What follows belongs to an exercise in optimizing a design on an open flow for small area, a short achievable clock period and few clock cycles; a production flow would make more cautious choices. Where RTL was checked, it was by simulation tests only, not by an equivalence proof against the original. Function not checked in run 2: the RTL went through the layout flow alone. Power is estimated from default activity; no workload was simulated.

===== flow/flow/run.sh =====
#!/bin/bash
# The standard layout, with repair_timing aiming at a shorter path than the
# 25 ns clock needs (a larger setup slack margin) and plain buffers (not delay
# cells) on the ports; constraints are unchanged.
set -euo pipefail
bash standard.sh SETUP_SLACK_MARGIN=19 "BUFFER_PORTS_ARGS=-buffer_cell sky130_fd_sc_hd__buf_2" finish > standard_flow.log 2>&1

===== flow/standard.sh =====
#!/bin/bash
# synth_recipe.tcl (not shown) runs the flow's synth.tcl, then flattens the netlist and writes it again
# the make line also repeats each setting of config.mk as NAME=value (left out here)
make -C /OpenROAD-flow-scripts/flow DESIGN_CONFIG=/design/flow/config.mk WORK_HOME=/design/flow/orfs CLKGATE_MAP_FILE= SYNTH_SCRIPT=/design/flow/synth_recipe.tcl "${@:-finish}"

===== flow/config.mk =====
export PLATFORM = sky130hd
export DESIGN_NAME = ex_top
export DESIGN_NICKNAME = ex_top
export VERILOG_FILES = /design/flow/design.v
export SDC_FILE = /design/flow/constraint.sdc
export NUM_CORES = 4
export LEC_CHECK = 0
export CAP_MARGIN = 20
export CORE_MARGIN = 2
export CORE_UTILIZATION = 50
export SLEW_MARGIN = 20

===== flow/constraint.sdc =====
create_clock -name core_clock -period 25.0 [get_ports {clk}]
set_input_delay 5.0000 -clock core_clock [delete_from_list [all_inputs] [get_ports {clk}]]
set_output_delay 5.0000 -clock core_clock [all_outputs]
set_load 0.01 [all_outputs]

===== flow/design.v =====
package ex_pkg;
    localparam int REG_ADDR_W = 5;
    localparam int DATA_W_DEF = 32;
    typedef logic [REG_ADDR_W-1:0] reg_addr_t;
    typedef enum logic [4:0] {
        OP_OR,
        OP_AND,
        OP_NOR,
        OP_XOR,
        OP_SLL,
        OP_SRL,
        OP_SRA,
        OP_ADD,
        OP_ADDU,
        OP_SUB,
        OP_SUBU,
        OP_SLT,
        OP_SLTU,
        OP_CLZ,
        OP_CLO,
        OP_MULT,
        OP_MULTU,
        OP_MUL,
        OP_MFHI,
        OP_MFLO,
        OP_MTHI,
        OP_MTLO
    } alu_op_t;
    typedef enum logic [1:0] {
        RES_LOGIC_SHIFT,
        RES_ARITH,
        RES_MOVE,
        RES_MUL
    } res_sel_t;
endpackage
`timescale 1ns/1ns
module ex_logic_shift #(
    parameter int DATA_W = ex_pkg::DATA_W_DEF
) (
    input  ex_pkg::alu_op_t   op_i,
    input  logic [DATA_W-1:0] opa_i,
    input  logic [DATA_W-1:0] opb_i,
    output logic [DATA_W-1:0] logic_o,
    output logic [DATA_W-1:0] shift_o
);
    localparam int SH_W = $clog2(DATA_W);
    logic [SH_W-1:0]   shamt;
    logic              left;
    logic              fill;
    logic [DATA_W-1:0] src;
    logic [DATA_W-1:0] rsh;
    function automatic logic [DATA_W-1:0] reverse(input logic [DATA_W-1:0] v);
        for (int i = 0; i < DATA_W; i++)
            reverse[i] = v[DATA_W-1-i];
    endfunction
    logic [3:0] tt;
    always_comb
    begin
        case (op_i[1:0])
            2'd0:    tt = 4'b1110;
            2'd1:    tt = 4'b1000;
            2'd2:    tt = 4'b0001;
            default: tt = 4'b0110;
        endcase
        for (int i = 0; i < DATA_W; i++)
            logic_o[i] = tt[{opa_i[i], opb_i[i]}];
    end
    assign shamt = opa_i[SH_W-1:0];
    assign left  = (op_i == ex_pkg::OP_SLL);
    assign fill  = (op_i == ex_pkg::OP_SRA) && opb_i[DATA_W-1];
    assign src   = left ? reverse(opb_i) : opb_i;
    always_comb
    begin
        logic [DATA_W-1:0] r;
        r = src;
        for (int k = 0; k < SH_W; k++)
            if (shamt[k])
                r = (r >> (1 << k)) | (fill ? ~({DATA_W{1'b1}} >> (1 << k)) : '0);
        rsh = r;
    end
    assign shift_o = left ? reverse(rsh) : rsh;
endmodule
`timescale 1ns/1ns
module ex_arith #(
    parameter int DATA_W = ex_pkg::DATA_W_DEF
) (
    input  ex_pkg::alu_op_t   op_i,
    input  logic [DATA_W-1:0] opa_i,
    input  logic [DATA_W-1:0] opb_i,
    output logic [DATA_W-1:0] sum_o,
    output logic              lt_o,
    output logic [5:0]        clz_o,
    output logic              ovf_o
);
    localparam int MSB = DATA_W - 1;
    logic              sub_en;
    logic [DATA_W-1:0] addend;
    logic [DATA_W:0]   sum_full;
    logic              ovf_raw;
    logic [DATA_W-1:0] clz_src;
    function automatic logic [5:0] lzc32(input logic [31:0] v);
        logic [4:0] n;
        logic [31:0] x;
        x = v;
        n = '0;
        if (x[31:16] == '0) begin n[4] = 1'b1; x = {x[15:0], 16'd0}; end
        if (x[31:24] == '0) begin n[3] = 1'b1; x = {x[23:0], 8'd0}; end
        if (x[31:28] == '0) begin n[2] = 1'b1; x = {x[27:0], 4'd0}; end
        if (x[31:30] == '0) begin n[1] = 1'b1; x = {x[29:0], 2'd0}; end
        if (!x[31])         begin n[0] = 1'b1; end
        lzc32 = (v == '0) ? 6'd32 : {1'b0, n};
    endfunction
    assign sub_en = (op_i == ex_pkg::OP_SUB) || (op_i == ex_pkg::OP_SUBU) ||
                    (op_i == ex_pkg::OP_SLT) || (op_i == ex_pkg::OP_SLTU);
    assign addend   = sub_en ? ~opb_i : opb_i;
    assign sum_full = {1'b0, opa_i} + {1'b0, addend} + {{DATA_W{1'b0}}, sub_en};
    assign sum_o    = sum_full[MSB:0];
    assign ovf_raw = (opa_i[MSB] == addend[MSB]) && (sum_o[MSB] != opa_i[MSB]);
    assign lt_o = (op_i == ex_pkg::OP_SLT) ? (sum_o[MSB] ^ ovf_raw) : !sum_full[DATA_W];
    assign ovf_o = ((op_i == ex_pkg::OP_ADD) || (op_i == ex_pkg::OP_SUB)) && ovf_raw;
    assign clz_src = (op_i == ex_pkg::OP_CLO) ? ~opa_i : opa_i;
    assign clz_o   = lzc32(clz_src);
endmodule
`timescale 1ns/1ns
module ex_mul_iter #(
    parameter int DATA_W = ex_pkg::DATA_W_DEF
) (
    input  logic [DATA_W-1:0] a_i,       
    input  logic              signed_i,  
    input  logic [3:0]        one_i,     
    input  logic [3:0]        two_i,     
    input  logic [3:0]        neg_i,     
    input  logic              first_i,   
    input  logic              corr_i,    
    input  logic [31:0]       acc_i,     
    output logic [39:0]       v_o
);
    logic [32:0] a33;
    logic [31:0] accg;
    logic [31:0] corr_a;
    logic [33:0] pp [4];
    logic [39:0] row_a, row_b;
    assign a33    = {signed_i & a_i[DATA_W-1], a_i};
    assign accg   = first_i ? 32'd0 : acc_i;
    assign corr_a = corr_i ? a_i : 32'd0;
    always_comb
    begin
        for (int j = 0; j < 4; j++)
            pp[j] = (two_i[j] ? {a33, 1'b0} : (one_i[j] ? {a33[32], a33} : 34'd0)) ^ {34{neg_i[j]}};
    end
    logic fs0, fc0, hs0, hc0;
    logic fs1, fc1, hs1, hc1;
    logic fs2, fc2, hs2, hc2;
    logic fs3, fc3, hs3, hc3;
    logic fs4, fc4, hs4, hc4;
    logic fs5, fc5, hs5, hc5;
    logic fs6, fc6, hs6, hc6;
    logic fs7, fc7, hs7, hc7;
    logic fs8, fc8, hs8, hc8;
    logic fs9, fc9, hs9, hc9;
    logic fs10, fc10, hs10, hc10;
    logic fs11, fc11, hs11, hc11;
    logic fs12, fc12, hs12, hc12;
    logic fs13, fc13, hs13, hc13;
    logic fs14, fc14, hs14, hc14;
    logic fs15, fc15, hs15, hc15;
    logic fs16, fc16, hs16, hc16;
    logic fs17, fc17, hs17, hc17;
    logic fs18, fc18, hs18, hc18;
    logic fs19, fc19, hs19, hc19;
    logic fs20, fc20, hs20, hc20;
    logic fs21, fc21, hs21, hc21;
    logic fs22, fc22, hs22, hc22;
    logic fs23, fc23, hs23, hc23;
    logic fs24, fc24, hs24, hc24;
    logic fs25, fc25, hs25, hc25;
    logic fs26, fc26, hs26, hc26;
    logic fs27, fc27, hs27, hc27;
    logic fs28, fc28, hs28, hc28;
    logic fs29, fc29, hs29, hc29;
    logic fs30, fc30, hs30, hc30;
    logic fs31, fc31, hs31, hc31;
    logic fs32, fc32, hs32, hc32;
    logic fs33, fc33, hs33, hc33;
    logic fs34, fc34, hs34, hc34;
    logic fs35, fc35, hs35, hc35;
    logic fs36, fc36, hs36, hc36;
    logic fs37, fc37, hs37, hc37;
    logic fs38, fc38, hs38, hc38;
    logic fs39, fc39, hs39, hc39;
    logic fs40, fc40, hs40, hc40;
    logic fs41, fc41, hs41, hc41;
    logic fs42, fc42, hs42, hc42;
    logic fs43, fc43, hs43, hc43;
    logic fs44, fc44, hs44, hc44;
    logic fs45, fc45, hs45, hc45;
    logic fs46, fc46, hs46, hc46;
    logic fs47, fc47, hs47, hc47;
    logic fs48, fc48, hs48, hc48;
    logic fs49, fc49, hs49, hc49;
    logic fs50, fc50, hs50, hc50;
    logic fs51, fc51, hs51, hc51;
    logic fs52, fc52, hs52, hc52;
    logic fs53, fc53, hs53, hc53;
    logic fs54, fc54, hs54, hc54;
    logic fs55, fc55, hs55, hc55;
    logic fs56, fc56, hs56, hc56;
    logic fs57, fc57, hs57, hc57;
    logic fs58, fc58, hs58, hc58;
    logic fs59, fc59, hs59, hc59;
    logic fs60, fc60, hs60, hc60;
    logic fs61, fc61, hs61, hc61;
    logic fs62, fc62, hs62, hc62;
    logic fs63, fc63, hs63, hc63;
    logic fs64, fc64, hs64, hc64;
    logic fs65, fc65, hs65, hc65;
    logic fs66, fc66, hs66, hc66;
    logic fs67, fc67, hs67, hc67;
    logic fs68, fc68, hs68, hc68;
    logic fs69, fc69, hs69, hc69;
    logic fs70, fc70, hs70, hc70;
    logic fs71, fc71, hs71, hc71;
    logic fs72, fc72, hs72, hc72;
    logic fs73, fc73, hs73, hc73;
    logic fs74, fc74, hs74, hc74;
    logic fs75, fc75, hs75, hc75;
    logic fs76, fc76, hs76, hc76;
    logic fs77, fc77, hs77, hc77;
    logic fs78, fc78, hs78, hc78;
    logic fs79, fc79, hs79, hc79;
    logic fs80, fc80, hs80, hc80;
    logic fs81, fc81, hs81, hc81;
    logic fs82, fc82, hs82, hc82;
    logic fs83, fc83, hs83, hc83;
    logic fs84, fc84, hs84, hc84;
    logic fs85, fc85, hs85, hc85;
    logic fs86, fc86, hs86, hc86;
    logic fs87, fc87, hs87, hc87;
    logic fs88, fc88, hs88, hc88;
    logic fs89, fc89, hs89, hc89;
    logic fs90, fc90, hs90, hc90;
    logic fs91, fc91, hs91, hc91;
    logic fs92, fc92, hs92, hc92;
    logic fs93, fc93, hs93, hc93;
    logic fs94, fc94, hs94, hc94;
    logic fs95, fc95, hs95, hc95;
    logic fs96, fc96, hs96, hc96;
    logic fs97, fc97, hs97, hc97;
    logic fs98, fc98, hs98, hc98;
    logic fs99, fc99, hs99, hc99;
    logic fs100, fc100, hs100, hc100;
    logic fs101, fc101, hs101, hc101;
    logic fs102, fc102, hs102, hc102;
    logic fs103, fc103, hs103, hc103;
    logic fs104, fc104, hs104, hc104;
    logic fs105, fc105, hs105, hc105;
    logic fs106, fc106, hs106, hc106;
    logic fs107, fc107, hs107, hc107;
    logic fs108, fc108, hs108, hc108;
    logic fs109, fc109, hs109, hc109;
    logic fs110, fc110, hs110, hc110;
    logic fs111, fc111, hs111, hc111;
    logic fs112, fc112, hs112, hc112;
    logic fs113, fc113, hs113, hc113;
    logic fs114, fc114, hs114, hc114;
    logic fs115, fc115, hs115, hc115;
    logic fs116, fc116, hs116, hc116;
    logic fs117, fc117, hs117, hc117;
    logic fs118, fc118, hs118, hc118;
    logic fs119, fc119, hs119, hc119;
    logic fs120, fc120, hs120, hc120;
    logic fs121, fc121, hs121, hc121;
    logic fs122, fc122, hs122, hc122;
    logic fs123, fc123, hs123, hc123;
    logic fs124, fc124, hs124, hc124;
    logic fs125, fc125, hs125, hc125;
    logic fs126, fc126, hs126, hc126;
    logic fs127, fc127, hs127, hc127;
    logic fs128, fc128, hs128, hc128;
    logic fs129, fc129, hs129, hc129;
    logic fs130, fc130, hs130, hc130;
    logic fs131, fc131, hs131, hc131;
    logic fs132, fc132, hs132, hc132;
    logic fs133, fc133, hs133, hc133;
    logic fs134, fc134, hs134, hc134;
    logic fs135, fc135, hs135, hc135;
    logic fs136, fc136, hs136, hc136;
    logic fs137, fc137, hs137, hc137;
    logic fs138, fc138, hs138, hc138;
    logic fs139, fc139, hs139, hc139;
    logic fs140, fc140, hs140, hc140;
    assign hs0 = pp[0][31] ^ pp[1][29];
    assign hc0 = pp[0][31] & pp[1][29];
    assign hs1 = pp[0][32] ^ pp[1][30];
    assign hc1 = pp[0][32] & pp[1][30];
    assign hs2 = pp[0][4] ^ pp[1][2];
    assign hc2 = pp[0][4] & pp[1][2];
    assign hs3 = pp[0][5] ^ pp[1][3];
    assign hc3 = pp[0][5] & pp[1][3];
    assign fs4 = pp[0][6] ^ pp[1][4] ^ pp[2][2];
    assign fc4 = (pp[0][6] & pp[1][4]) | (pp[0][6] & pp[2][2]) | (pp[1][4] & pp[2][2]);
    assign hs5 = pp[3][0] ^ accg[6];
    assign hc5 = pp[3][0] & accg[6];
    assign fs6 = pp[0][7] ^ pp[1][5] ^ pp[2][3];
    assign fc6 = (pp[0][7] & pp[1][5]) | (pp[0][7] & pp[2][3]) | (pp[1][5] & pp[2][3]);
    assign hs7 = pp[3][1] ^ accg[7];
    assign hc7 = pp[3][1] & accg[7];
    assign fs8 = pp[0][8] ^ pp[1][6] ^ pp[2][4];
    assign fc8 = (pp[0][8] & pp[1][6]) | (pp[0][8] & pp[2][4]) | (pp[1][6] & pp[2][4]);
    assign fs9 = pp[3][2] ^ accg[8] ^ corr_a[0];
    assign fc9 = (pp[3][2] & accg[8]) | (pp[3][2] & corr_a[0]) | (accg[8] & corr_a[0]);
    assign fs10 = pp[0][9] ^ pp[1][7] ^ pp[2][5];
    assign fc10 = (pp[0][9] & pp[1][7]) | (pp[0][9] & pp[2][5]) | (pp[1][7] & pp[2][5]);
    assign fs11 = pp[3][3] ^ accg[9] ^ corr_a[1];
    assign fc11 = (pp[3][3] & accg[9]) | (pp[3][3] & corr_a[1]) | (accg[9] & corr_a[1]);
    assign fs12 = pp[0][10] ^ pp[1][8] ^ pp[2][6];
    assign fc12 = (pp[0][10] & pp[1][8]) | (pp[0][10] & pp[2][6]) | (pp[1][8] & pp[2][6]);
    assign fs13 = pp[3][4] ^ accg[10] ^ corr_a[2];
    assign fc13 = (pp[3][4] & accg[10]) | (pp[3][4] & corr_a[2]) | (accg[10] & corr_a[2]);
    assign fs14 = pp[0][11] ^ pp[1][9] ^ pp[2][7];
    assign fc14 = (pp[0][11] & pp[1][9]) | (pp[0][11] & pp[2][7]) | (pp[1][9] & pp[2][7]);
    assign fs15 = pp[3][5] ^ accg[11] ^ corr_a[3];
    assign fc15 = (pp[3][5] & accg[11]) | (pp[3][5] & corr_a[3]) | (accg[11] & corr_a[3]);
    assign fs16 = pp[0][12] ^ pp[1][10] ^ pp[2][8];
    assign fc16 = (pp[0][12] & pp[1][10]) | (pp[0][12] & pp[2][8]) | (pp[1][10] & pp[2][8]);
    assign fs17 = pp[3][6] ^ accg[12] ^ corr_a[4];
    assign fc17 = (pp[3][6] & accg[12]) | (pp[3][6] & corr_a[4]) | (accg[12] & corr_a[4]);
    assign fs18 = pp[0][13] ^ pp[1][11] ^ pp[2][9];
    assign fc18 = (pp[0][13] & pp[1][11]) | (pp[0][13] & pp[2][9]) | (pp[1][11] & pp[2][9]);
    assign fs19 = pp[3][7] ^ accg[13] ^ corr_a[5];
    assign fc19 = (pp[3][7] & accg[13]) | (pp[3][7] & corr_a[5]) | (accg[13] & corr_a[5]);
    assign fs20 = pp[0][14] ^ pp[1][12] ^ pp[2][10];
    assign fc20 = (pp[0][14] & pp[1][12]) | (pp[0][14] & pp[2][10]) | (pp[1][12] & pp[2][10]);
    assign fs21 = pp[3][8] ^ accg[14] ^ corr_a[6];
    assign fc21 = (pp[3][8] & accg[14]) | (pp[3][8] & corr_a[6]) | (accg[14] & corr_a[6]);
    assign fs22 = pp[0][15] ^ pp[1][13] ^ pp[2][11];
    assign fc22 = (pp[0][15] & pp[1][13]) | (pp[0][15] & pp[2][11]) | (pp[1][13] & pp[2][11]);
    assign fs23 = pp[3][9] ^ accg[15] ^ corr_a[7];
    assign fc23 = (pp[3][9] & accg[15]) | (pp[3][9] & corr_a[7]) | (accg[15] & corr_a[7]);
    assign fs24 = pp[0][16] ^ pp[1][14] ^ pp[2][12];
    assign fc24 = (pp[0][16] & pp[1][14]) | (pp[0][16] & pp[2][12]) | (pp[1][14] & pp[2][12]);
    assign fs25 = pp[3][10] ^ accg[16] ^ corr_a[8];
    assign fc25 = (pp[3][10] & accg[16]) | (pp[3][10] & corr_a[8]) | (accg[16] & corr_a[8]);
    assign fs26 = pp[0][17] ^ pp[1][15] ^ pp[2][13];
    assign fc26 = (pp[0][17] & pp[1][15]) | (pp[0][17] & pp[2][13]) | (pp[1][15] & pp[2][13]);
    assign fs27 = pp[3][11] ^ accg[17] ^ corr_a[9];
    assign fc27 = (pp[3][11] & accg[17]) | (pp[3][11] & corr_a[9]) | (accg[17] & corr_a[9]);
    assign fs28 = pp[0][18] ^ pp[1][16] ^ pp[2][14];
    assign fc28 = (pp[0][18] & pp[1][16]) | (pp[0][18] & pp[2][14]) | (pp[1][16] & pp[2][14]);
    assign fs29 = pp[3][12] ^ accg[18] ^ corr_a[10];
    assign fc29 = (pp[3][12] & accg[18]) | (pp[3][12] & corr_a[10]) | (accg[18] & corr_a[10]);
    assign fs30 = pp[0][19] ^ pp[1][17] ^ pp[2][15];
    assign fc30 = (pp[0][19] & pp[1][17]) | (pp[0][19] & pp[2][15]) | (pp[1][17] & pp[2][15]);
    assign fs31 = pp[3][13] ^ accg[19] ^ corr_a[11];
    assign fc31 = (pp[3][13] & accg[19]) | (pp[3][13] & corr_a[11]) | (accg[19] & corr_a[11]);
    assign fs32 = pp[0][20] ^ pp[1][18] ^ pp[2][16];
    assign fc32 = (pp[0][20] & pp[1][18]) | (pp[0][20] & pp[2][16]) | (pp[1][18] & pp[2][16]);
    assign fs33 = pp[3][14] ^ accg[20] ^ corr_a[12];
    assign fc33 = (pp[3][14] & accg[20]) | (pp[3][14] & corr_a[12]) | (accg[20] & corr_a[12]);
    assign fs34 = pp[0][21] ^ pp[1][19] ^ pp[2][17];
    assign fc34 = (pp[0][21] & pp[1][19]) | (pp[0][21] & pp[2][17]) | (pp[1][19] & pp[2][17]);
    assign fs35 = pp[3][15] ^ accg[21] ^ corr_a[13];
    assign fc35 = (pp[3][15] & accg[21]) | (pp[3][15] & corr_a[13]) | (accg[21] & corr_a[13]);
    assign fs36 = pp[0][22] ^ pp[1][20] ^ pp[2][18];
    assign fc36 = (pp[0][22] & pp[1][20]) | (pp[0][22] & pp[2][18]) | (pp[1][20] & pp[2][18]);
    assign fs37 = pp[3][16] ^ accg[22] ^ corr_a[14];
    assign fc37 = (pp[3][16] & accg[22]) | (pp[3][16] & corr_a[14]) | (accg[22] & corr_a[14]);
    assign fs38 = pp[0][23] ^ pp[1][21] ^ pp[2][19];
    assign fc38 = (pp[0][23] & pp[1][21]) | (pp[0][23] & pp[2][19]) | (pp[1][21] & pp[2][19]);
    assign fs39 = pp[3][17] ^ accg[23] ^ corr_a[15];
    assign fc39 = (pp[3][17] & accg[23]) | (pp[3][17] & corr_a[15]) | (accg[23] & corr_a[15]);
    assign fs40 = pp[0][24] ^ pp[1][22] ^ pp[2][20];
    assign fc40 = (pp[0][24] & pp[1][22]) | (pp[0][24] & pp[2][20]) | (pp[1][22] & pp[2][20]);
    assign fs41 = pp[3][18] ^ accg[24] ^ corr_a[16];
    assign fc41 = (pp[3][18] & accg[24]) | (pp[3][18] & corr_a[16]) | (accg[24] & corr_a[16]);
    assign fs42 = pp[0][25] ^ pp[1][23] ^ pp[2][21];
    assign fc42 = (pp[0][25] & pp[1][23]) | (pp[0][25] & pp[2][21]) | (pp[1][23] & pp[2][21]);
    assign fs43 = pp[3][19] ^ accg[25] ^ corr_a[17];
    assign fc43 = (pp[3][19] & accg[25]) | (pp[3][19] & corr_a[17]) | (accg[25] & corr_a[17]);
    assign fs44 = pp[0][26] ^ pp[1][24] ^ pp[2][22];
    assign fc44 = (pp[0][26] & pp[1][24]) | (pp[0][26] & pp[2][22]) | (pp[1][24] & pp[2][22]);
    assign fs45 = pp[3][20] ^ accg[26] ^ corr_a[18];
    assign fc45 = (pp[3][20] & accg[26]) | (pp[3][20] & corr_a[18]) | (accg[26] & corr_a[18]);
    assign fs46 = pp[0][27] ^ pp[1][25] ^ pp[2][23];
    assign fc46 = (pp[0][27] & pp[1][25]) | (pp[0][27] & pp[2][23]) | (pp[1][25] & pp[2][23]);
    assign fs47 = pp[3][21] ^ accg[27] ^ corr_a[19];
    assign fc47 = (pp[3][21] & accg[27]) | (pp[3][21] & corr_a[19]) | (accg[27] & corr_a[19]);
    assign fs48 = pp[0][28] ^ pp[1][26] ^ pp[2][24];
    assign fc48 = (pp[0][28] & pp[1][26]) | (pp[0][28] & pp[2][24]) | (pp[1][26] & pp[2][24]);
    assign fs49 = pp[3][22] ^ accg[28] ^ corr_a[20];
    assign fc49 = (pp[3][22] & accg[28]) | (pp[3][22] & corr_a[20]) | (accg[28] & corr_a[20]);
    assign fs50 = pp[0][29] ^ pp[1][27] ^ pp[2][25];
    assign fc50 = (pp[0][29] & pp[1][27]) | (pp[0][29] & pp[2][25]) | (pp[1][27] & pp[2][25]);
    assign fs51 = pp[3][23] ^ accg[29] ^ corr_a[21];
    assign fc51 = (pp[3][23] & accg[29]) | (pp[3][23] & corr_a[21]) | (accg[29] & corr_a[21]);
    assign fs52 = pp[0][30] ^ pp[1][28] ^ pp[2][26];
    assign fc52 = (pp[0][30] & pp[1][28]) | (pp[0][30] & pp[2][26]) | (pp[1][28] & pp[2][26]);
    assign fs53 = pp[3][24] ^ accg[30] ^ corr_a[22];
    assign fc53 = (pp[3][24] & accg[30]) | (pp[3][24] & corr_a[22]) | (accg[30] & corr_a[22]);
    assign fs54 = hs0 ^ pp[2][27] ^ pp[3][25];
    assign fc54 = (hs0 & pp[2][27]) | (hs0 & pp[3][25]) | (pp[2][27] & pp[3][25]);
    assign fs55 = ~accg[31] ^ corr_a[23] ^ 1'b1;
    assign fc55 = (~accg[31] & corr_a[23]) | (~accg[31] & 1'b1) | (corr_a[23] & 1'b1);
    assign fs56 = hs1 ^ pp[2][28] ^ pp[3][26];
    assign fc56 = (hs1 & pp[2][28]) | (hs1 & pp[3][26]) | (pp[2][28] & pp[3][26]);
    assign fs57 = corr_a[24] ^ 1'b1 ^ hc0;
    assign fc57 = (corr_a[24] & 1'b1) | (corr_a[24] & hc0) | (1'b1 & hc0);
    assign fs58 = ~pp[0][33] ^ pp[1][31] ^ pp[2][29];
    assign fc58 = (~pp[0][33] & pp[1][31]) | (~pp[0][33] & pp[2][29]) | (pp[1][31] & pp[2][29]);
    assign fs59 = pp[3][27] ^ corr_a[25] ^ hc1;
    assign fc59 = (pp[3][27] & corr_a[25]) | (pp[3][27] & hc1) | (corr_a[25] & hc1);
    assign fs60 = pp[1][32] ^ pp[2][30] ^ pp[3][28];
    assign fc60 = (pp[1][32] & pp[2][30]) | (pp[1][32] & pp[3][28]) | (pp[2][30] & pp[3][28]);
    assign hs61 = corr_a[26] ^ 1'b1;
    assign hc61 = corr_a[26] & 1'b1;
    assign fs62 = ~pp[1][33] ^ pp[2][31] ^ pp[3][29];
    assign fc62 = (~pp[1][33] & pp[2][31]) | (~pp[1][33] & pp[3][29]) | (pp[2][31] & pp[3][29]);
    assign hs63 = pp[2][32] ^ pp[3][30];
    assign hc63 = pp[2][32] & pp[3][30];
    assign hs64 = pp[0][2] ^ pp[1][0];
    assign hc64 = pp[0][2] & pp[1][0];
    assign hs65 = pp[0][3] ^ pp[1][1];
    assign hc65 = pp[0][3] & pp[1][1];
    assign fs66 = hs2 ^ pp[2][0] ^ accg[4];
    assign fc66 = (hs2 & pp[2][0]) | (hs2 & accg[4]) | (pp[2][0] & accg[4]);
    assign fs67 = hs3 ^ pp[2][1] ^ accg[5];
    assign fc67 = (hs3 & pp[2][1]) | (hs3 & accg[5]) | (pp[2][1] & accg[5]);
    assign fs68 = fs4 ^ hs5 ^ neg_i[3];
    assign fc68 = (fs4 & hs5) | (fs4 & neg_i[3]) | (hs5 & neg_i[3]);
    assign fs69 = fs6 ^ hs7 ^ fc4;
    assign fc69 = (fs6 & hs7) | (fs6 & fc4) | (hs7 & fc4);
    assign fs70 = fs8 ^ fs9 ^ fc6;
    assign fc70 = (fs8 & fs9) | (fs8 & fc6) | (fs9 & fc6);
    assign fs71 = fs10 ^ fs11 ^ fc8;
    assign fc71 = (fs10 & fs11) | (fs10 & fc8) | (fs11 & fc8);
    assign fs72 = fs12 ^ fs13 ^ fc10;
    assign fc72 = (fs12 & fs13) | (fs12 & fc10) | (fs13 & fc10);
    assign fs73 = fs14 ^ fs15 ^ fc12;
    assign fc73 = (fs14 & fs15) | (fs14 & fc12) | (fs15 & fc12);
    assign fs74 = fs16 ^ fs17 ^ fc14;
    assign fc74 = (fs16 & fs17) | (fs16 & fc14) | (fs17 & fc14);
    assign fs75 = fs18 ^ fs19 ^ fc16;
    assign fc75 = (fs18 & fs19) | (fs18 & fc16) | (fs19 & fc16);
    assign fs76 = fs20 ^ fs21 ^ fc18;
    assign fc76 = (fs20 & fs21) | (fs20 & fc18) | (fs21 & fc18);
    assign fs77 = fs22 ^ fs23 ^ fc20;
    assign fc77 = (fs22 & fs23) | (fs22 & fc20) | (fs23 & fc20);
    assign fs78 = fs24 ^ fs25 ^ fc22;
    assign fc78 = (fs24 & fs25) | (fs24 & fc22) | (fs25 & fc22);
    assign fs79 = fs26 ^ fs27 ^ fc24;
    assign fc79 = (fs26 & fs27) | (fs26 & fc24) | (fs27 & fc24);
    assign fs80 = fs28 ^ fs29 ^ fc26;
    assign fc80 = (fs28 & fs29) | (fs28 & fc26) | (fs29 & fc26);
    assign fs81 = fs30 ^ fs31 ^ fc28;
    assign fc81 = (fs30 & fs31) | (fs30 & fc28) | (fs31 & fc28);
    assign fs82 = fs32 ^ fs33 ^ fc30;
    assign fc82 = (fs32 & fs33) | (fs32 & fc30) | (fs33 & fc30);
    assign fs83 = fs34 ^ fs35 ^ fc32;
    assign fc83 = (fs34 & fs35) | (fs34 & fc32) | (fs35 & fc32);
    assign fs84 = fs36 ^ fs37 ^ fc34;
    assign fc84 = (fs36 & fs37) | (fs36 & fc34) | (fs37 & fc34);
    assign fs85 = fs38 ^ fs39 ^ fc36;
    assign fc85 = (fs38 & fs39) | (fs38 & fc36) | (fs39 & fc36);
    assign fs86 = fs40 ^ fs41 ^ fc38;
    assign fc86 = (fs40 & fs41) | (fs40 & fc38) | (fs41 & fc38);
    assign fs87 = fs42 ^ fs43 ^ fc40;
    assign fc87 = (fs42 & fs43) | (fs42 & fc40) | (fs43 & fc40);
    assign fs88 = fs44 ^ fs45 ^ fc42;
    assign fc88 = (fs44 & fs45) | (fs44 & fc42) | (fs45 & fc42);
    assign fs89 = fs46 ^ fs47 ^ fc44;
    assign fc89 = (fs46 & fs47) | (fs46 & fc44) | (fs47 & fc44);
    assign fs90 = fs48 ^ fs49 ^ fc46;
    assign fc90 = (fs48 & fs49) | (fs48 & fc46) | (fs49 & fc46);
    assign fs91 = fs50 ^ fs51 ^ fc48;
    assign fc91 = (fs50 & fs51) | (fs50 & fc48) | (fs51 & fc48);
    assign fs92 = fs52 ^ fs53 ^ fc50;
    assign fc92 = (fs52 & fs53) | (fs52 & fc50) | (fs53 & fc50);
    assign fs93 = fs54 ^ fs55 ^ fc52;
    assign fc93 = (fs54 & fs55) | (fs54 & fc52) | (fs55 & fc52);
    assign fs94 = fs56 ^ fs57 ^ fc54;
    assign fc94 = (fs56 & fs57) | (fs56 & fc54) | (fs57 & fc54);
    assign fs95 = fs58 ^ fs59 ^ fc56;
    assign fc95 = (fs58 & fs59) | (fs58 & fc56) | (fs59 & fc56);
    assign fs96 = fs60 ^ hs61 ^ fc58;
    assign fc96 = (fs60 & hs61) | (fs60 & fc58) | (hs61 & fc58);
    assign fs97 = fs62 ^ corr_a[27] ^ fc60;
    assign fc97 = (fs62 & corr_a[27]) | (fs62 & fc60) | (corr_a[27] & fc60);
    assign fs98 = hs63 ^ corr_a[28] ^ 1'b1;
    assign fc98 = (hs63 & corr_a[28]) | (hs63 & 1'b1) | (corr_a[28] & 1'b1);
    assign fs99 = ~pp[2][33] ^ pp[3][31] ^ corr_a[29];
    assign fc99 = (~pp[2][33] & pp[3][31]) | (~pp[2][33] & corr_a[29]) | (pp[3][31] & corr_a[29]);
    assign hs100 = pp[3][32] ^ corr_a[30];
    assign hc100 = pp[3][32] & corr_a[30];
    assign hs101 = pp[0][0] ^ accg[0];
    assign hc101 = pp[0][0] & accg[0];
    assign hs102 = pp[0][1] ^ accg[1];
    assign hc102 = pp[0][1] & accg[1];
    assign fs103 = hs64 ^ accg[2] ^ neg_i[1];
    assign fc103 = (hs64 & accg[2]) | (hs64 & neg_i[1]) | (accg[2] & neg_i[1]);
    assign fs104 = hs65 ^ accg[3] ^ hc64;
    assign fc104 = (hs65 & accg[3]) | (hs65 & hc64) | (accg[3] & hc64);
    assign fs105 = fs66 ^ neg_i[2] ^ hc65;
    assign fc105 = (fs66 & neg_i[2]) | (fs66 & hc65) | (neg_i[2] & hc65);
    assign fs106 = fs67 ^ hc2 ^ fc66;
    assign fc106 = (fs67 & hc2) | (fs67 & fc66) | (hc2 & fc66);
    assign fs107 = fs68 ^ hc3 ^ fc67;
    assign fc107 = (fs68 & hc3) | (fs68 & fc67) | (hc3 & fc67);
    assign fs108 = fs69 ^ hc5 ^ fc68;
    assign fc108 = (fs69 & hc5) | (fs69 & fc68) | (hc5 & fc68);
    assign fs109 = fs70 ^ hc7 ^ fc69;
    assign fc109 = (fs70 & hc7) | (fs70 & fc69) | (hc7 & fc69);
    assign fs110 = fs71 ^ fc9 ^ fc70;
    assign fc110 = (fs71 & fc9) | (fs71 & fc70) | (fc9 & fc70);
    assign fs111 = fs72 ^ fc11 ^ fc71;
    assign fc111 = (fs72 & fc11) | (fs72 & fc71) | (fc11 & fc71);
    assign fs112 = fs73 ^ fc13 ^ fc72;
    assign fc112 = (fs73 & fc13) | (fs73 & fc72) | (fc13 & fc72);
    assign fs113 = fs74 ^ fc15 ^ fc73;
    assign fc113 = (fs74 & fc15) | (fs74 & fc73) | (fc15 & fc73);
    assign fs114 = fs75 ^ fc17 ^ fc74;
    assign fc114 = (fs75 & fc17) | (fs75 & fc74) | (fc17 & fc74);
    assign fs115 = fs76 ^ fc19 ^ fc75;
    assign fc115 = (fs76 & fc19) | (fs76 & fc75) | (fc19 & fc75);
    assign fs116 = fs77 ^ fc21 ^ fc76;
    assign fc116 = (fs77 & fc21) | (fs77 & fc76) | (fc21 & fc76);
    assign fs117 = fs78 ^ fc23 ^ fc77;
    assign fc117 = (fs78 & fc23) | (fs78 & fc77) | (fc23 & fc77);
    assign fs118 = fs79 ^ fc25 ^ fc78;
    assign fc118 = (fs79 & fc25) | (fs79 & fc78) | (fc25 & fc78);
    assign fs119 = fs80 ^ fc27 ^ fc79;
    assign fc119 = (fs80 & fc27) | (fs80 & fc79) | (fc27 & fc79);
    assign fs120 = fs81 ^ fc29 ^ fc80;
    assign fc120 = (fs81 & fc29) | (fs81 & fc80) | (fc29 & fc80);
    assign fs121 = fs82 ^ fc31 ^ fc81;
    assign fc121 = (fs82 & fc31) | (fs82 & fc81) | (fc31 & fc81);
    assign fs122 = fs83 ^ fc33 ^ fc82;
    assign fc122 = (fs83 & fc33) | (fs83 & fc82) | (fc33 & fc82);
    assign fs123 = fs84 ^ fc35 ^ fc83;
    assign fc123 = (fs84 & fc35) | (fs84 & fc83) | (fc35 & fc83);
    assign fs124 = fs85 ^ fc37 ^ fc84;
    assign fc124 = (fs85 & fc37) | (fs85 & fc84) | (fc37 & fc84);
    assign fs125 = fs86 ^ fc39 ^ fc85;
    assign fc125 = (fs86 & fc39) | (fs86 & fc85) | (fc39 & fc85);
    assign fs126 = fs87 ^ fc41 ^ fc86;
    assign fc126 = (fs87 & fc41) | (fs87 & fc86) | (fc41 & fc86);
    assign fs127 = fs88 ^ fc43 ^ fc87;
    assign fc127 = (fs88 & fc43) | (fs88 & fc87) | (fc43 & fc87);
    assign fs128 = fs89 ^ fc45 ^ fc88;
    assign fc128 = (fs89 & fc45) | (fs89 & fc88) | (fc45 & fc88);
    assign fs129 = fs90 ^ fc47 ^ fc89;
    assign fc129 = (fs90 & fc47) | (fs90 & fc89) | (fc47 & fc89);
    assign fs130 = fs91 ^ fc49 ^ fc90;
    assign fc130 = (fs91 & fc49) | (fs91 & fc90) | (fc49 & fc90);
    assign fs131 = fs92 ^ fc51 ^ fc91;
    assign fc131 = (fs92 & fc51) | (fs92 & fc91) | (fc51 & fc91);
    assign fs132 = fs93 ^ fc53 ^ fc92;
    assign fc132 = (fs93 & fc53) | (fs93 & fc92) | (fc53 & fc92);
    assign fs133 = fs94 ^ fc55 ^ fc93;
    assign fc133 = (fs94 & fc55) | (fs94 & fc93) | (fc55 & fc93);
    assign fs134 = fs95 ^ fc57 ^ fc94;
    assign fc134 = (fs95 & fc57) | (fs95 & fc94) | (fc57 & fc94);
    assign fs135 = fs96 ^ fc59 ^ fc95;
    assign fc135 = (fs96 & fc59) | (fs96 & fc95) | (fc59 & fc95);
    assign fs136 = fs97 ^ hc61 ^ fc96;
    assign fc136 = (fs97 & hc61) | (fs97 & fc96) | (hc61 & fc96);
    assign fs137 = fs98 ^ fc62 ^ fc97;
    assign fc137 = (fs98 & fc62) | (fs98 & fc97) | (fc62 & fc97);
    assign fs138 = fs99 ^ hc63 ^ fc98;
    assign fc138 = (fs99 & hc63) | (fs99 & fc98) | (hc63 & fc98);
    assign fs139 = hs100 ^ 1'b1 ^ fc99;
    assign fc139 = (hs100 & 1'b1) | (hs100 & fc99) | (1'b1 & fc99);
    assign fs140 = ~pp[3][33] ^ corr_a[31] ^ hc100;
    assign fc140 = (~pp[3][33] & corr_a[31]) | (~pp[3][33] & hc100) | (corr_a[31] & hc100);
    assign row_a = {fs140, fs139, fs138, fs137, fs136, fs135, fs134, fs133, fs132, fs131, fs130, fs129, fs128, fs127, fs126, fs125, fs124, fs123, fs122, fs121, fs120, fs119, fs118, fs117, fs116, fs115, fs114, fs113, fs112, fs111, fs110, fs109, fs108, fs107, fs106, fs105, fs104, fs103, hs102, hs101};
    assign row_b = {fc139, fc138, fc137, fc136, fc135, fc134, fc133, fc132, fc131, fc130, fc129, fc128, fc127, fc126, fc125, fc124, fc123, fc122, fc121, fc120, fc119, fc118, fc117, fc116, fc115, fc114, fc113, fc112, fc111, fc110, fc109, fc108, fc107, fc106, fc105, fc104, fc103, hc102, hc101, neg_i[0]};
    assign v_o = row_a + row_b;
endmodule
`timescale 1ns/1ns
module ex_ctrl #(
    parameter int DATA_W = ex_pkg::DATA_W_DEF
) (
    input  logic                clk,
    input  logic                reset_i,
    input  logic                in_valid_i,
    output logic                in_ready_o,
    input  ex_pkg::alu_op_t     aluop_i,
    input  logic [DATA_W-1:0]   reg1_i,
    input  logic [DATA_W-1:0]   reg2_i,
    input  ex_pkg::reg_addr_t   wd_i,
    input  logic                wreg_i,
    output logic                out_valid_o,
    input  logic                out_ready_i,
    output ex_pkg::reg_addr_t   wd_o,
    output logic                wreg_o,
    output logic [DATA_W-1:0]   wdata_o,
    output logic                overflow_o,
    output ex_pkg::alu_op_t     op_o,
    output logic [DATA_W-1:0]   opa_o,
    output logic [DATA_W-1:0]   opb_o,
    input  logic [DATA_W-1:0]   logic_i,
    input  logic [DATA_W-1:0]   shift_i,
    input  logic [DATA_W-1:0]   sum_i,
    input  logic                lt_i,
    input  logic [5:0]          clz_i,
    input  logic                ovf_i,
    output logic                mul_signed_o,
    output logic [3:0]          mul_one_o,
    output logic [3:0]          mul_two_o,
    output logic [3:0]          mul_neg_o,
    output logic                mul_first_o,
    output logic                mul_corr_o,
    output logic [31:0]         mul_acc_o,
    input  logic [39:0]         mul_v_i
);
    localparam int RW = DATA_W + 7;    
    logic              in_v;
    ex_pkg::alu_op_t   op_q;
    logic [DATA_W-1:0] a_q;
    logic [DATA_W-1:0] b_q;
    ex_pkg::reg_addr_t wd_q;
    logic              wreg_q;
    logic [1:0]        cnt_q;
    logic [11:0]       bsel_q;      
    logic              in_ready_q;
    logic              sk_v;
    logic [RW-1:0]     sk_q;
    logic [RW-1:0]     out_q;
    logic [DATA_W-1:0] hi_q;
    logic [DATA_W-1:0] lo_q;
    logic              accept;
    logic              is_mul;
    logic              mul_last;
    logic              done;
    logic              fire;
    logic              out_free;
    logic              in_v_next;
    logic              sk_v_next;
    logic              done_next;
    logic              step;
    logic [DATA_W-1:0] mul_lo;
    logic [DATA_W-1:0] res;
    logic [RW-1:0]     res_w;
    function automatic logic [11:0] booth_enc(input logic [7:0] c, input logic prev);
        logic [2:0] t;
        for (int j = 0; j < 4; j++)
        begin
            t = {c[2*j+1], c[2*j], (j == 0) ? prev : c[2*j-1]};
            booth_enc[j]     = t[1] ^ t[0];
            booth_enc[4 + j] = (t[2] & ~t[1] & ~t[0]) | (~t[2] & t[1] & t[0]);
            booth_enc[8 + j] = t[2];
        end
    endfunction
    function automatic logic op_is_mul(input ex_pkg::alu_op_t op);
        op_is_mul = (op == ex_pkg::OP_MULT) || (op == ex_pkg::OP_MULTU) || (op == ex_pkg::OP_MUL);
    endfunction
    assign in_ready_o = in_ready_q;
    assign accept     = in_valid_i && in_ready_q;
    assign is_mul   = op_is_mul(op_q);
    assign mul_last = (cnt_q == 2'd3);
    assign done     = !is_mul || mul_last;
    assign fire     = in_v && done && !sk_v;
    assign step     = in_v && is_mul && !mul_last && !sk_v;
    assign out_free = !out_valid_o || out_ready_i;
    assign op_o  = op_q;
    assign opa_o = a_q;
    assign opb_o = b_q;
    assign mul_signed_o = (op_q != ex_pkg::OP_MULTU);
    assign {mul_neg_o, mul_two_o, mul_one_o} = bsel_q;
    assign mul_first_o  = (cnt_q == 2'd0);
    assign mul_corr_o   = mul_last && (op_q == ex_pkg::OP_MULTU) && b_q[7];
    assign mul_acc_o    = sk_q[32:1];
    assign mul_lo       = {mul_v_i[7:0], b_q[DATA_W-1:8]};
    always_comb
    begin
        case (op_q)
            ex_pkg::OP_OR, ex_pkg::OP_AND, ex_pkg::OP_NOR, ex_pkg::OP_XOR:
                res = logic_i;
            ex_pkg::OP_SLL, ex_pkg::OP_SRL, ex_pkg::OP_SRA:
                res = shift_i;
            ex_pkg::OP_ADD, ex_pkg::OP_ADDU, ex_pkg::OP_SUB, ex_pkg::OP_SUBU:
                res = sum_i;
            ex_pkg::OP_SLT, ex_pkg::OP_SLTU:
                res = {{(DATA_W-1){1'b0}}, lt_i};
            ex_pkg::OP_CLZ, ex_pkg::OP_CLO:
                res = {{(DATA_W-6){1'b0}}, clz_i};
            ex_pkg::OP_MULT, ex_pkg::OP_MULTU, ex_pkg::OP_MUL:
                res = mul_last ? mul_lo : mul_v_i[39:8];
            ex_pkg::OP_MFHI:
                res = hi_q;
            ex_pkg::OP_MFLO:
                res = lo_q;
            default:
                res = '0;
        endcase
    end
    assign res_w = {wd_q, wreg_q && !ovf_i, res, ovf_i};
    assign {wd_o, wreg_o, wdata_o, overflow_o} = out_q;
    assign in_v_next = accept || (in_v && !fire);
    assign sk_v_next = sk_v ? !out_free : (fire && !out_free);
    assign done_next = accept ? !op_is_mul(aluop_i) : (!is_mul || mul_last || (cnt_q == 2'd2 && step));
    always_ff @(posedge clk)
    begin
        if (reset_i)
        begin
            in_v        <= 1'b0;
            in_ready_q  <= 1'b1;
            out_valid_o <= 1'b0;
            sk_v        <= 1'b0;
        end
        else
        begin
            in_v        <= in_v_next;
            in_ready_q  <= !in_v_next || (done_next && !sk_v_next);
            out_valid_o <= sk_v || fire || (out_valid_o && !out_ready_i);
            sk_v        <= sk_v_next;
        end
    end
    always_ff @(posedge clk)
    begin
        if (in_ready_q)
        begin
            op_q    <= aluop_i;
            a_q     <= reg1_i;
            wd_q    <= wd_i;
            wreg_q  <= wreg_i;
        end
    end
    always_ff @(posedge clk)
    begin
        if (in_ready_q)
        begin
            b_q     <= reg2_i;
            cnt_q   <= 2'd0;
            bsel_q  <= booth_enc(reg2_i[7:0], 1'b0);
        end
        else if (step)
        begin
            b_q     <= mul_lo;
            cnt_q   <= cnt_q + 2'd1;
            bsel_q  <= booth_enc(b_q[15:8], b_q[7]);
        end
    end
    always_ff @(posedge clk)
    begin
        if (out_free)
            out_q <= sk_v ? sk_q : res_w;
        if (!sk_v)
            sk_q <= res_w;
    end
    always_ff @(posedge clk)
    begin
        if (reset_i)
        begin
            hi_q <= '0;
            lo_q <= '0;
        end
        else if (fire)
        begin
            case (op_q)
                ex_pkg::OP_MTHI: hi_q <= a_q;
                ex_pkg::OP_MTLO: lo_q <= a_q;
                ex_pkg::OP_MULT, ex_pkg::OP_MULTU:
                begin
                    hi_q <= mul_v_i[39:8];
                    lo_q <= mul_lo;
                end
                default: ;
            endcase
        end
    end
endmodule
`timescale 1ns/1ns
module ex_top #(
    parameter int DATA_W = ex_pkg::DATA_W_DEF
) (
    input  logic              clk,
    input  logic              reset_i,
    input  logic              in_valid_i,
    output logic              in_ready_o,
    input  ex_pkg::alu_op_t   aluop_i,
    input  logic [DATA_W-1:0] reg1_i,
    input  logic [DATA_W-1:0] reg2_i,
    input  ex_pkg::reg_addr_t wd_i,
    input  logic              wreg_i,
    output logic              out_valid_o,
    input  logic              out_ready_i,
    output ex_pkg::reg_addr_t wd_o,
    output logic              wreg_o,
    output logic [DATA_W-1:0] wdata_o,
    output logic              overflow_o
);
    ex_pkg::alu_op_t     op;
    logic [DATA_W-1:0]   opa;
    logic [DATA_W-1:0]   opb;
    logic [DATA_W-1:0]   logic_res;
    logic [DATA_W-1:0]   shift_res;
    logic [DATA_W-1:0]   sum;
    logic                lt;
    logic [5:0]          clz;
    logic                ovf;
    logic                mul_signed;
    logic [3:0]          mul_one;
    logic [3:0]          mul_two;
    logic [3:0]          mul_neg;
    logic                mul_first;
    logic                mul_corr;
    logic [31:0]         mul_acc;
    logic [39:0]         mul_v;
    ex_ctrl #(.DATA_W(DATA_W)) u_ctrl (
        .clk          (clk),
        .reset_i      (reset_i),
        .in_valid_i   (in_valid_i),
        .in_ready_o   (in_ready_o),
        .aluop_i      (aluop_i),
        .reg1_i       (reg1_i),
        .reg2_i       (reg2_i),
        .wd_i         (wd_i),
        .wreg_i       (wreg_i),
        .out_valid_o  (out_valid_o),
        .out_ready_i  (out_ready_i),
        .wd_o         (wd_o),
        .wreg_o       (wreg_o),
        .wdata_o      (wdata_o),
        .overflow_o   (overflow_o),
        .op_o         (op),
        .opa_o        (opa),
        .opb_o        (opb),
        .logic_i      (logic_res),
        .shift_i      (shift_res),
        .sum_i        (sum),
        .lt_i         (lt),
        .clz_i        (clz),
        .ovf_i        (ovf),
        .mul_signed_o (mul_signed),
        .mul_one_o    (mul_one),
        .mul_two_o    (mul_two),
        .mul_neg_o    (mul_neg),
        .mul_first_o  (mul_first),
        .mul_corr_o   (mul_corr),
        .mul_acc_o    (mul_acc),
        .mul_v_i      (mul_v)
    );
    ex_logic_shift #(.DATA_W(DATA_W)) u_logic_shift (
        .op_i    (op),
        .opa_i   (opa),
        .opb_i   (opb),
        .logic_o (logic_res),
        .shift_o (shift_res)
    );
    ex_arith #(.DATA_W(DATA_W)) u_arith (
        .op_i  (op),
        .opa_i (opa),
        .opb_i (opb),
        .sum_o (sum),
        .lt_o  (lt),
        .clz_o (clz),
        .ovf_o (ovf)
    );
    ex_mul_iter #(.DATA_W(DATA_W)) u_mul (
        .a_i      (opa),
        .signed_i (mul_signed),
        .one_i    (mul_one),
        .two_i    (mul_two),
        .neg_i    (mul_neg),
        .first_i  (mul_first),
        .corr_i   (mul_corr),
        .acc_i    (mul_acc),
        .v_o      (mul_v)
    );
endmodule

==> flow_metrics.py, run 1 <==
metrics = {
    "worst_setup_path": {
        "worstPathArrival_ns": 1.23,
        "critPathBufInv": 1,
        "crit_type": "register to output pin",
        "path_cells": "buf_2",
        "cpPeakStageDelay_ns": 0.47,
        "critPathCaptureType": "output pin",
        "crit_family": "flip-flops",
        "cp_data_required_time_ns": 20.00,
        "critical_path.slowest_cell": "edfxtp_1",
        "cp_max_fo": 1,
        "startpoint_type": "register",
    },
    "routing": {
        "num_vias": 24972,
        "drt-total-wl_um": 110000,
        "routed_via_density": 6.93,
        "wire_per_inst_um": 30.5,
        "drt-initial-drc-count": 3297,
        "ant_nets": 0,
        "firstDrtPassIters": 6,
        "drc_errors": 0,
    },
    "power": {
        "p_switching_w": 0.00212,
        "clockPowerShare": 0.114,
        "pwr-share-comb": 0.751,
        "power.leakage_nw": 10.9,
        "swShare": 0.556,
        "totalPowerFinal_w": 0.00381,
        "internal_power_w": 0.00169,
        "power_density_nw_per_um2": 138,
        "ir_worst_vdd_mv": 0.137,
        "seq_power_share": 0.136,
    },
    "place": {
        "io_buffer_count": 119,
        "dp_hpwl_um": 78600,
        "place_congestion": 1.06,
        "pre_cts_ws_ns": 18.29,
    },
    "cts": {
        "htreeDepth": 1,
        "insertion_delay_ns": 0.58,
        "cts_sinks": 231,
        "cts.path.max_buffers": 3,
        "path_clk_slew_ns": 0.07,
        "cts_made_buffers": 27,
        "cts-root-buf": "clkbuf_16",
        "cts_tree": "done",
        "cts_hold_buf": 0,
    },
    "global_routing": {
        "grt_pass1_vias": 23767,
        "antenna_found_initial": 0,
        "grt_max_degree": 69,
        "grtUsageMet3": 0.106,
        "use_met2": 0.619,
        "gr-max-usage-layer": "met2",
        "grt_pass1_wl_um": 157000,
        "grt_usage": 0.417,
        "met1_usage": 0.546,
        "grt.overflow.total": 0,
    },
    "sta": {
        "layout_setup_ws_ns": 18.77,
        "slew_headroom": 0.185,
        "slew_viol_final": 0,
        "fmax_mhz": 160,
        "finalCritPeriodShare": 0.249,
        "setup-tns-final_ns": 0,
        "min_period_ns": 6.23,
        "finalHoldViolations": 0,
        "setup_viol": 0,
        "worst_slew_pin_slew_ns": 1.21,
        "finalClockSkew_ns": 0.0206,
        "rsz0062_at_grt": "true",
    },
    "yosys": {
        "async_flop_share": 0,
        "ys_types": 90,
        "syn_area_um2": 24900,
        "syn_nets": 3229,
        "netlist_instances": 2930,
        "ys_seq_elements": 231,
        "netlist.area_leader.share": 0.147,
        "seq_area_frac_synth": 0.234,
        "synth_edf_count": 122,
        "yosysWarnings": 5,
        "synthFlopType": "edfxtp_1",
        "syn_avg_cell_area_um2": 8.51,
        "synth_top_area_cell": "edfxtp_1",
        "synthTopCellsByArea": "edfxtp_1 15%, fa_1 10%, dfxtp_1 8.8%, xnor2_1 6.3%, ha_1 4.8%",
    },
    "final_layout": {
        "fill_cells": 4556,
        "syn2layout_area_growth_pct": 10.7,
        "nets": 3216,
        "mostFrequentLayoutCells": "282 x nand2_1, 200 x nor2_1, 177 x inv_1, 177 x xnor2_1, 153 x a21oi_1",
        "layout-drive-gt1-share": 0.152,
        "diodes": 0,
        "mostFrequentLayoutCell": "nand2_1",
    },
    "die": {
        "dieArea_um2": 51700,
        "ios": 120,
        "die_h_um": 227,
        "core-area_um2": 49100,
        "die_w_um": 227,
        "num_rows": 81,
        "initial_core_util": 0.508,
    },
    "run_status": {
        "outcome": "finished clean",
    },
    "job": {
        "drv_cap": 0,
    },
    "worst_hold_path": {
        "hold_path.class": "register to register",
    },
}
==> synth_stat cells, types with 40 or more instances <==
| cell | n |
|---|---|
| nand2b_1 | 50 |
| o211ai_1 | 69 |
| nor3_1 | 40 |
| nand3_1 | 47 |
| nor2_1 | 203 |
| mux2i_1 | 73 |
| inv_1 | 180 |
| a21o_1 | 43 |
| clkbuf_1 | 233 |
| xor2_1 | 61 |
| nand2_1 | 284 |
| a311oi_1 | 44 |
| xnor2_1 | 180 |
| mux2_2 | 40 |
| dfxtp_1 | 109 |
| o21ai_0 | 137 |
| fa_1 | 125 |
| edfxtp_1 | 122 |
| a22oi_1 | 125 |
| a21oi_1 | 156 |
| ha_1 | 95 |
==> state kept, by name, indices dropped and copies added, names as in the netlist, 2 cells and up <==
register       flops
u_ctrl.lo_q       32
u_ctrl.sk_q       39
u_ctrl.b_q        29
u_ctrl.out_q      39
u_ctrl.op_q        5
u_ctrl.wd_q        5
u_ctrl.cnt_q       2
u_ctrl.bsel_q     11
u_ctrl.hi_q       32
u_ctrl.a_q        32
==> final timing paths <==
check | startpoint | end | slack, ns | cells after the start
worst max register to register | u_ctrl.op_q[2] | u_ctrl.out_q[29] | 19.11 | 19
worst min register to register | u_ctrl.hi_q[12] | u_ctrl.hi_q[12] | 0.47 | 2
worst max-delay path | u_ctrl.out_q[15] | wdata_o[14] | 18.77 | 1
worst min-delay path | u_ctrl.hi_q[12] | u_ctrl.hi_q[12] | 0.47 | 2
==> through the flow <==
step           instances  utilization  cell area, um^2  hold slack (ns)
4_1_cts             3581        0.555            27200            0.460
6_report            3602        0.563            27600            0.472
3_5_place_dp        3524        0.531            26100            0.452
2_1_floorplan       2930            -            24900            0.431
3_3_place_gp        3524        0.531            26100            0.439
5_1_grt             3602        0.563            27600            0.489
==> tightest hold or removal path: cells and delay by family, from the launching register on <==
kind,cells,cell delay (ns)
flops,1,0.32
simple gates,1,0.06
compound gates,1,0.05
==> what timing repair did <==
action,4_1_cts,5_1_grt
endpoints found under the setup margin,124,104
cloned,1,3
pin swaps,0,12
endpoints found under the hold margin,0,0
gates resized for setup,28,48
setup buffers,6,18
==> per-layer routing <==
| layer | share of wire | vias to the layer above |
|---|---|---|
| li1 | - | 10600 |
| met1 | 0.38 | 12122 |
| met2 | 0.42 | 1830 |
| met3 | 0.13 | 420 |
| met4 | 0.074 | 0 |
| met5 | 0 | - |
==> cells by family (layout without fill, tap and decap cells) <==
logic type | count (synthesis) | count (layout) | share of synthesized area
AO/OA/AOI/OAI | 845 | 845 | 0.236
flip-flops | 231 | 231 | 0.234
XOR/XNOR | 241 | 241 | 0.0846
AND/OR/NAND/NOR | 773 | 774 | 0.144
adder cells (fa/ha/maj) | 220 | 220 | 0.148
multiplexers | 151 | 151 | 0.0814
buffers and inverters | 469 | 476 | 0.0724
==> cell type report <==
cell class | count | area (um^2) | area share
clock buffer | 39 | 855 | 0.0310
clock inverter | 11 | 111 | 0.00403
inverter | 182 | 687 | 0.0249
multi-input combinational | 2231 | 17500 | 0.634
sequential | 231 | 5850 | 0.212
tap | 664 | 831 | 0.0301
timing repair buffer | 244 | 1760 | 0.0636
==> power groups by stage <==
stage               combinational (W)  clock (W)  sequential [W]
detailed placement            0.00263          0        0.000522
finish                        0.00286   0.000433        0.000516
global route                  0.00305   0.000447        0.000517
global placement              0.00261          0        0.000522
CTS                           0.00266   0.000433        0.000513
floorplan                     0.00174          0        0.000501
Testbench counts, summed over its fixed seeds: cycles 6,532.
==> run 2, diff against run 1 <==
--- a/flow/design.v
+++ b/flow/design.v
@@ -743,6 +743,11 @@
     always_ff @(posedge clk)
     begin
-        if (out_free)
+        if (reset_i)
+            out_q <= '0;
+        else if (out_free)
             out_q <= sk_v ? sk_q : res_w;
+    end
+    always_ff @(posedge clk)
+    begin
         if (!sk_v)
             sk_q <= res_w;
--- a/flow/config.mk
+++ b/flow/config.mk
@@ -8,4 +8,4 @@
 export CAP_MARGIN = 20
 export CORE_MARGIN = 2
-export CORE_UTILIZATION = 50
+export CORE_UTILIZATION = 40
 export SLEW_MARGIN = 20
==> run 2 against run 1 <==
Compared with the run above:
- highest routed layer unchanged
- critical path type unchanged
- worst setup slack better by 0.13 ns
- worst hold slack worse by 0.019 ns
- sequential power down 6.6%
- critical endpoint is now out_valid_o
- largest power group unchanged
- maximum frequency rose by 2.1%
==> flow_metrics.py, run 2 <==
metrics = {
    "run_status": {
        "outcome": "finished clean",
    },
    "die": {
        "die_w_um": 257,
        "initial_core_util": 0.405,
        "ios": 120,
        "dieArea_um2": 66000,
        "die_h_um": 257,
        "num_rows": 92,
        "core-area_um2": 63200,
    },
    "yosys": {
        "syn_nets": 3419,
        "ys_types": 90,
        "synth.most_common_cell": "nand2_1",
        "synth_commonest_cells": "335 x nand2_1, 244 x nor2_1, 242 x clkbuf_1, 176 x a21oi_1, 175 x inv_1",
        "seq_area_frac_synth": 0.213,
        "syn_avg_cell_area_um2": 8.20,
        "synth_top_area_cell": "dfxtp_1",
        "synth_edf_count": 83,
        "synthTopCellsByArea": "dfxtp_1 12%, fa_1 9.8%, edfxtp_1 9.7%, xnor2_1 5.1%, nand2_1 4.9%",
        "yosysWarnings": 5,
        "ys_seq_elements": 231,
        "syn_area_um2": 25600,
        "netlist_instances": 3120,
        "async_flop_share": 0,
        "synthFlopType": "dfxtp_1",
        "netlist.area_leader.share": 0.116,
    },
    "place": {
        "pre_cts_ws_ns": 18.18,
        "io_buffer_count": 119,
        "place_congestion": 1.04,
        "dp_hpwl_um": 88800,
    },
    "worst_setup_path": {
        "ff2ff_setup_slack_ns": 18.99,
        "cp-startpoint": "u_ctrl.out_valid_o",
        "critical_path.slowest_cell": "dfxtp_4",
        "crit_family": "flip-flops",
        "cpPeakStageDelay_ns": 0.39,
        "critPathBufInv": 1,
        "crit_type": "register to output pin",
        "r2r_start": "u_ctrl.a_q[1]",
        "worstPathArrival_ns": 1.10,
        "cp_max_fo": 3,
        "cp_data_required_time_ns": 20.00,
        "r2r_end": "u_ctrl.out_q[7]",
        "path_cells": "buf_6",
        "startpoint_type": "register",
        "critPathCaptureType": "output pin",
        "reg2reg_depth": 18,
    },
    "sta": {
        "rsz0062_at_grt": "true",
        "finalCritPeriodShare": 0.244,
        "setup-tns-final_ns": 0,
        "finalHoldViolations": 0,
        "fmax_mhz": 164,
        "worst_slew_pin_slew_ns": 1.37,
        "min_period_ns": 6.10,
        "setup_viol": 0,
        "slew_headroom": 0.0815,
        "holdWs_ns": 0.453,
        "layout_setup_ws_ns": 18.90,
        "slew_viol_final": 0,
        "finalClockSkew_ns": 0.0268,
    },
    "worst_hold_path": {
        "hold_end": "u_ctrl.sk_q[0]",
        "hold_path.class": "register to register",
        "min_path_cells": 2,
        "min-delay-start": "u_ctrl.sk_q[0]",
    },
    "final_layout": {
        "syn2layout_area_growth_pct": 13.8,
        "fin_util": 0.461,
        "nets": 3406,
        "mostFrequentLayoutCell": "nand2_1",
        "reg_top3": "u_ctrl.out_q (39), u_ctrl.sk_q (39)",
        "fill_cells": 6172,
        "mostFrequentLayoutCells": "333 x nand2_1, 239 x nor2_1, 172 x inv_1",
        "layout-drive-gt1-share": 0.178,
    },
    "power": {
        "seq_power_share": 0.123,
        "swShare": 0.561,
        "p_switching_w": 0.00220,
        "power.leakage_nw": 11.6,
        "internal_power_w": 0.00172,
        "clockPowerShare": 0.110,
        "power_density_nw_per_um2": 135,
        "ir_worst_vdd_mv": 0.127,
        "pwr-share-comb": 0.768,
    },
    "routing": {
        "firstDrtPassIters": 14,
        "routed_via_density": 6.70,
        "drt-total-wl_um": 127000,
        "ant_nets": 0,
        "wire_per_inst_um": 31.9,
        "drc_errors": 0,
        "num_vias": 26679,
        "drt-initial-drc-count": 3769,
    },
    "cts": {
        "path_clk_slew_ns": 0.06,
        "cts_made_buffers": 29,
        "cts_sinks": 231,
        "insertion_delay_ns": 0.61,
        "cts_tree": "done",
        "cts-root-buf": "clkbuf_16",
        "cts.path.max_buffers": 3,
        "htreeDepth": 1,
    },
    "global_routing": {
        "grt_max_degree": 85,
        "grt_pass1_vias": 25237,
        "grt_usage": 0.368,
        "grt.overflow.total": 0,
        "grt_pass1_wl_um": 179000,
        "antenna_found_initial": 1,
    },
    "job": {
        "drv_cap": 0,
    },
}
run 2: changes by cell type after synthesis, moves of 29 or more:
cell      change
xor2_1       +29
dfxtp_1      +39
nand2_1      +51
o21ai_0      +30
edfxtp_1     -39
xnor2_1      -30
nor2_1       +41
run 2: metal layers:
metal / vias to the layer above / track usage / part of all wire
met5: - / 0 / 0
met4: 0 / 0.255 / 0.084
met3: 468 / 0.111 / 0.13
met2: 2018 / 0.537 / 0.41
met1: 12975 / 0.465 / 0.37
li1: 11218 / - / -
run 2: cell families after synthesis:
logic type                 count (synthesis)  synth area share
adders and majority gates                220             0.144
DFF                                      231             0.213
and+or+nand+nor                          890             0.158
muxes                                    151            0.0844
AOI/OAI and AO/OA                        908             0.245
xor gates and xnor gates                 240            0.0821
buffers and inverters                    480            0.0727
run 2: area by class of cell:
type                       count  area (um^2)  area share
tap                          846         1060      0.0363
timing repair buffer         257         2120      0.0727
antenna                        4         10.0    0.000344
inverter                     179          678      0.0233
clock inverter                13         91.3     0.00314
multi-input combinational   2409        18800       0.645
clock buffer                  41          863      0.0296
sequential                   231         5520       0.189
run 2: timing repair:
action | 4_1_cts | 5_1_grt
buffers inserted | 19 | 24
setup endpoints to repair | 121 | 96
hold buffers | 0 | 0
resized for setup | 137 | 78
gates cloned | 1 | 4
pin swaps | 4 | 27
run 2: per-stage QoR:
stage          std cells  cell area (um^2)  power, W
6_report            3980             29100   0.00393
2_1_floorplan       3120             25600   0.00215
3_3_place_gp        3874             26800   0.00305
4_1_cts             3948             28500   0.00360
5_1_grt             3976             29100   0.00410
3_5_place_dp        3874             26800   0.00305
run 2: tightest hold or removal path, stage by stage (launching register included):
cell	delay [ns]
dfxtp_1	0.31
nand2_1	0.06
nand2_1	0.06
run 2: worst max-delay path by stage:
stage | endpoint | cells after the start
2_1_floorplan | u_ctrl.out_q[19] | 23
3_3_place_gp | u_ctrl.out_q[32] | 21
3_5_place_dp | u_ctrl.out_q[32] | 19
4_1_cts | out_valid_o | 1
5_1_grt | out_valid_o | 1
6_report | out_valid_o | 1
run 2: power by group through the flow:
stage	clock network (W)	registers (W)	logic, W
after detailed placement	0	0.000485	0.00257
after floorplan	0	0.000458	0.00170
final	0.000430	0.000482	0.00301
after CTS	0.000433	0.000478	0.00269
after global placement	0	0.000485	0.00256
after global routing	0.000448	0.000482	0.00317

-- port drivers added, routing unchanged --
Ports are ideal in the flow. The routed layouts listed here were re-timed in OpenROAD. Step 1: set_driving_cell puts a clkbuf_16 on clk and a buf_2 on each other input, an assumption about the parent block. Step 2 times the ports against the registers' clock, not the clock port: input delays grow and output delays shrink by t, the midpoint of the rising clock arrivals with the driver on. Three values: ideal, step 1, step 2; two values: the first two.
| run | t (ns) | slack for setup (ns) | latest minus earliest clock arrival (ns) | slew at the worst register clock pin (ns) | pins driven straight from the clock port |
|---|---|---|---|---|---|
| run 1 | 0.627 | 18.767 / 18.711 / 18.744 | 0.022 / 0.021 | 0.07 / 0.07 | 1 |
| run 2 | 0.667 | 18.898 / 18.831 / 18.528 | 0.027 / 0.027 | 0.06 / 0.06 | 1 |
After both steps every run listed still meets setup and hold. The setup slack of run 2, which loses most, moves by -0.067 ns with the drivers and by -0.370 ns with both steps.
